From an optimization exercise on the open Yosys and OpenROAD flow, aimed at small area; shortcuts taken in it are not production practice. Function was checked by simulation only, so behaviour that the tests miss may differ from the original. Power is estimated from default activity; no workload was simulated.

==> inputs of 12-06 <==
==> flow/design.v <==
package mmq_pkg;
	localparam int DEFAULT_WINDOW_DEPTH = 64;
	localparam int DEFAULT_VALUE_WIDTH  = 16;
endpackage
module mmq_cell #(
	parameter int W = 16
) (
	input  logic         hold,
	input  logic         pop,
	input  logic         ld,
	input  logic [W-1:0] cur,
	input  logic [W-1:0] nxt,
	input  logic [W-1:0] x,
	output logic [W-1:0] d
);
	assign d = ~(({W{hold}} & cur) | ({W{pop}} & nxt) | ({W{ld}} & x));
endmodule
module mmq_ctl (
	input  logic push,
	input  logic pop,
	input  logic phase,
	input  logic c,
	input  logic tail,
	output logic ld,
	output logic hold
);
	assign ld   = push & ((c ^ ~phase) | tail);
	assign hold = ~(ld | pop);
endmodule
module mmq_cmp #(
	parameter int W = 16
) (
	input  logic [W-1:0] q,
	input  logic [W-1:0] z,
	input  logic         phase,
	output logic         c
);
	logic [W-1:0] s;
	logic [W:0]   cy;
	assign s     = {~q[W-1], q[W-2:0]};
	assign cy[0] = phase;
	for (genvar j = 0; j < W; j++) begin : g_bit
		assign cy[j+1] = (s[j] & z[j]) | ((s[j] | z[j]) & cy[j]);
	end
	assign c = cy[W];
endmodule
module mmq_cmp_fast #(
	parameter int W = 16
) (
	input  logic [W-1:0] q,
	input  logic [W-1:0] z,
	input  logic         phase,
	output logic         c
);
	logic [W-1:0] s;
	logic [W-1:0] g [5];
	logic [W-1:0] p [5];
	assign s    = {~q[W-1], q[W-2:0]};
	assign g[0] = s & z;
	assign p[0] = s | z;
	for (genvar l = 0; l < 4; l++) begin : g_lvl
		for (genvar j = 0; j < W; j++) begin : g_bit
			if (j >= (1 << l)) begin : g_comb
				assign g[l+1][j] = g[l][j] | (p[l][j] & g[l][j-(1<<l)]);
				assign p[l+1][j] = p[l][j] & p[l][j-(1<<l)];
			end else begin : g_pass
				assign g[l+1][j] = g[l][j];
				assign p[l+1][j] = p[l][j];
			end
		end
	end
	assign c = g[4][W-1] | (p[4][W-1] & phase);
endmodule
module monotonic_max_queue (
	input  logic        clk,
	input  logic        arst_n,
	input  logic        s_tvalid,
	output logic        s_tready,
	input  logic [15:0] s_tdata,
	input  logic [0:0]  s_tuser,
	output logic        m_tvalid,
	input  logic        m_tready,
	output logic [31:0] m_tdata
);
	localparam int N = 64;
	localparam int W = 16;
	logic         out_valid_q;
	logic [6:0]   count_q;      
	logic [1:0]   err_q;
	logic         pend_push_q;  
	logic         pend_pop_q;   
	logic [W-1:0] pend_xp_q;    
	logic [W-1:0] smax_q [N];
	logic [W-1:0] smax_d [N];
	logic         fire;
	logic         is_push;
	logic         full;
	logic         empty;
	logic         push_ok;
	logic         pop_ok;
	logic         phase_q;      
	logic [W-1:0] pend_z;       
	assign s_tready = !out_valid_q || m_tready;
	assign fire     = s_tvalid && s_tready;
	assign is_push  = !s_tuser[0];
	assign full     = count_q[6];
	assign empty    = (count_q == 7'd0);
	assign push_ok  = fire && is_push && !full;
	assign pop_ok   = fire && !is_push && !empty;
	always_ff @(posedge clk or negedge arst_n) begin
		if (!arst_n) begin
			out_valid_q <= 1'b0;
			count_q     <= 7'd0;
			pend_push_q <= 1'b0;
			pend_pop_q  <= 1'b0;
			phase_q     <= 1'b0;
		end else begin
			phase_q     <= !phase_q;
			out_valid_q <= fire || (out_valid_q && !m_tready);
			pend_push_q <= push_ok;
			pend_pop_q  <= pop_ok;
			if (push_ok)
				count_q <= count_q + 7'd1;
			else if (pop_ok)
				count_q <= count_q - 7'd1;
		end
	end
	always_ff @(posedge clk) begin
		pend_xp_q <= s_tdata ^ {W{!phase_q}};
		if (s_tready) begin
			err_q[1] <= is_push && full;
			err_q[0] <= !is_push && empty;
		end
	end
	assign pend_z  = {pend_xp_q[W-1], ~pend_xp_q[W-2:0]};
	for (genvar i = 0; i < N; i++) begin : g_ent
		logic         c;
		logic         ld;
		logic         hold;
		logic [W-1:0] nxt;
		if (i == N - 1) begin : g_last
			assign nxt = '0;
		end else begin : g_link
			assign nxt = smax_q[i+1];
		end
		if (i == 0) begin : g_front
			mmq_cmp_fast #(.W(W)) u_cmp (
				.q    (smax_q[i]),
				.z    (pend_z),
				.phase(phase_q),
				.c    (c)
			);
		end else begin : g_rest
			mmq_cmp #(.W(W)) u_cmp (
				.q    (smax_q[i]),
				.z    (pend_z),
				.phase(phase_q),
				.c    (c)
			);
		end
		mmq_ctl u_ctl (
			.push (pend_push_q),
			.pop  (pend_pop_q),
			.phase(phase_q),
			.c    (c),
			.tail (count_q == 7'(i + 1)),
			.ld   (ld),
			.hold (hold)
		);
		mmq_cell #(.W(W)) u_cell (
			.hold (hold),
			.pop  (pend_pop_q),
			.ld   (ld),
			.cur  (smax_q[i]),
			.nxt  (nxt),
			.x    (pend_xp_q),
			.d    (smax_d[i])
		);
		always_ff @(posedge clk) begin
			smax_q[i] <= smax_d[i];
		end
	end
	assign m_tvalid = out_valid_q;
	always_comb begin
		m_tdata        = '0;
		m_tdata[15:0]  = empty ? '0 : (smax_d[0] ^ {W{!phase_q}});
		m_tdata[16]    = empty;
		m_tdata[23:17] = count_q;
		m_tdata[25:24] = err_q;
	end
endmodule
==> flow/flow/run.sh <==
#!/bin/bash
# Own layout flow: the standard layout (standard.sh), run with a copy of the
# ORFS scripts whose ABC area script maps the logic for least area. Everything
# else (floorplan, placement, CTS, routing, finish) is the standard flow.
set -euo pipefail
W=$PWD
rm -rf "$W/scripts"
cp -r "$FLOW_HOME/scripts" "$W/scripts"
cp "$W/flow/abc_area.script" "$W/scripts/abc_area.script"
bash "$W/standard.sh" SCRIPTS_DIR="$W/scripts" ABC_AREA=1 finish > "$W/flow.log" 2>&1
==> flow/flow/abc_area.script <==
strash
dch
map -a
&get -n
&st
&dch
&nf -R 1000
&put
topo
stime -c
==> flow/standard.sh <==
#!/bin/bash
# synth_recipe.tcl (not shown) runs the flow's synth.tcl, then flattens the netlist and writes it again
# the make line also repeats each setting of config.mk as NAME=value (left out here)
make -C /OpenROAD-flow-scripts/flow DESIGN_CONFIG=/design/flow/config.mk WORK_HOME=/design/flow/orfs CLKGATE_MAP_FILE= SYNTH_SCRIPT=/design/flow/synth_recipe.tcl "${@:-finish}"
==> flow/config.mk <==
export PLATFORM = sky130hd
export DESIGN_NAME = monotonic_max_queue
export DESIGN_NICKNAME = monotonic_max_queue
export VERILOG_FILES = /design/flow/design.v
export SDC_FILE = /design/flow/constraint.sdc
export NUM_CORES = 4
export LEC_CHECK = 0
export CAP_MARGIN = 20
export CORE_MARGIN = 2
export CORE_UTILIZATION = 40
export CTS_CLUSTER_DIAMETER = 80
export CTS_CLUSTER_SIZE = 20
export SETUP_SLACK_MARGIN = 0.1
export SLEW_MARGIN = 20
export SYNTH_HIERARCHICAL = 1
export SYNTH_MINIMUM_KEEP_SIZE = 0
==> flow/constraint.sdc <==
create_clock -name core_clock -period 6.0 [get_ports {clk}]
set_input_delay 1.2000 -clock core_clock [delete_from_list [all_inputs] [get_ports {clk}]]
set_output_delay 1.2000 -clock core_clock [all_outputs]
set_load 0.01 [all_outputs]
==> inputs of 08-17, as changes to 12-06 <==
--- a/flow/design.v
+++ b/flow/design.v
@@ -16,15 +16,15 @@
 	assign d = ~(({W{hold}} & cur) | ({W{pop}} & nxt) | ({W{ld}} & x));
 endmodule
 module mmq_ctl (
-	input  logic push,
 	input  logic pop,
-	input  logic phase,
+	input  logic push_p1,
+	input  logic push_p0,
+	input  logic push_tail,
 	input  logic c,
-	input  logic tail,
 	output logic ld,
 	output logic hold
 );
-	assign ld   = push & ((c ^ ~phase) | tail);
+	assign ld   = (push_p1 & c) | (push_p0 & ~c) | push_tail;
 	assign hold = ~(ld | pop);
 endmodule
 module mmq_cmp #(
@@ -100,6 +100,8 @@
 	logic         pop_ok;
 	logic         phase_q;      
 	logic [W-1:0] pend_z;       
+	logic         push_p1;      
+	logic         push_p0;      
 	assign s_tready = !out_valid_q || m_tready;
 	assign fire     = s_tvalid && s_tready;
 	assign is_push  = !s_tuser[0];
@@ -133,6 +135,8 @@
 		end
 	end
 	assign pend_z  = {pend_xp_q[W-1], ~pend_xp_q[W-2:0]};
+	assign push_p1 = pend_push_q && phase_q;
+	assign push_p0 = pend_push_q && !phase_q;
 	for (genvar i = 0; i < N; i++) begin : g_ent
 		logic         c;
 		logic         ld;
@@ -159,13 +163,13 @@
 			);
 		end
 		mmq_ctl u_ctl (
-			.push (pend_push_q),
-			.pop  (pend_pop_q),
-			.phase(phase_q),
-			.c    (c),
-			.tail (count_q == 7'(i + 1)),
-			.ld   (ld),
-			.hold (hold)
+			.pop      (pend_pop_q),
+			.push_p1  (push_p1),
+			.push_p0  (push_p0),
+			.push_tail(pend_push_q && (count_q == 7'(i + 1))),
+			.c        (c),
+			.ld       (ld),
+			.hold     (hold)
 		);
 		mmq_cell #(.W(W)) u_cell (
 			.hold (hold),
==> notes.md <==
max_slew headroom 0.2310; worst r2r src pend_xp_q[1]; Yosys top cell area share 0.4728; LEAKAGE ~0.016 uW; status complete, no violations; post-synthesis cell area ~44000 um2; P_sw between 9000 and 10000 uW
the above is filed under 08-17

==> notes.md <==
status complete, no violations; P_sw approximately 11000 uW; LEAKAGE between 0.015 and 0.02 uW; worst r2r src phase_q; max_slew headroom 0.2127
the above is filed under 12-06

## re-timing with driven ports
In the flow no input, the clock included, has a driving cell. The finished layouts below were timed again as built, in two steps.
Step 1 sets driving cells, clkbuf_16 on the clock port and buf_2 on the other inputs (assumed; they add their load-dependent delay and slew).
Step 2 times the ports against the registers' clock, not the clock port: input delays grow and output delays shrink by t, the midpoint of the rising clock arrivals with the driver on.
a / b / c = no drivers / after step 1 / after step 2; a / b = the first two.
| run | t (ns) | setup slack, ns | worst setup path at the end | worst data-port slew with drivers (ns) |
|---|---|---|---|---|
| 12-06 | 0.772 | 0.346 / 0.275 / 0.916 | register to register | 0.27 |
| 08-17 | 0.744 | 0.315 / 0.241 / 0.984 | register to output | 0.13 |
After both steps every run listed still meets setup and hold.
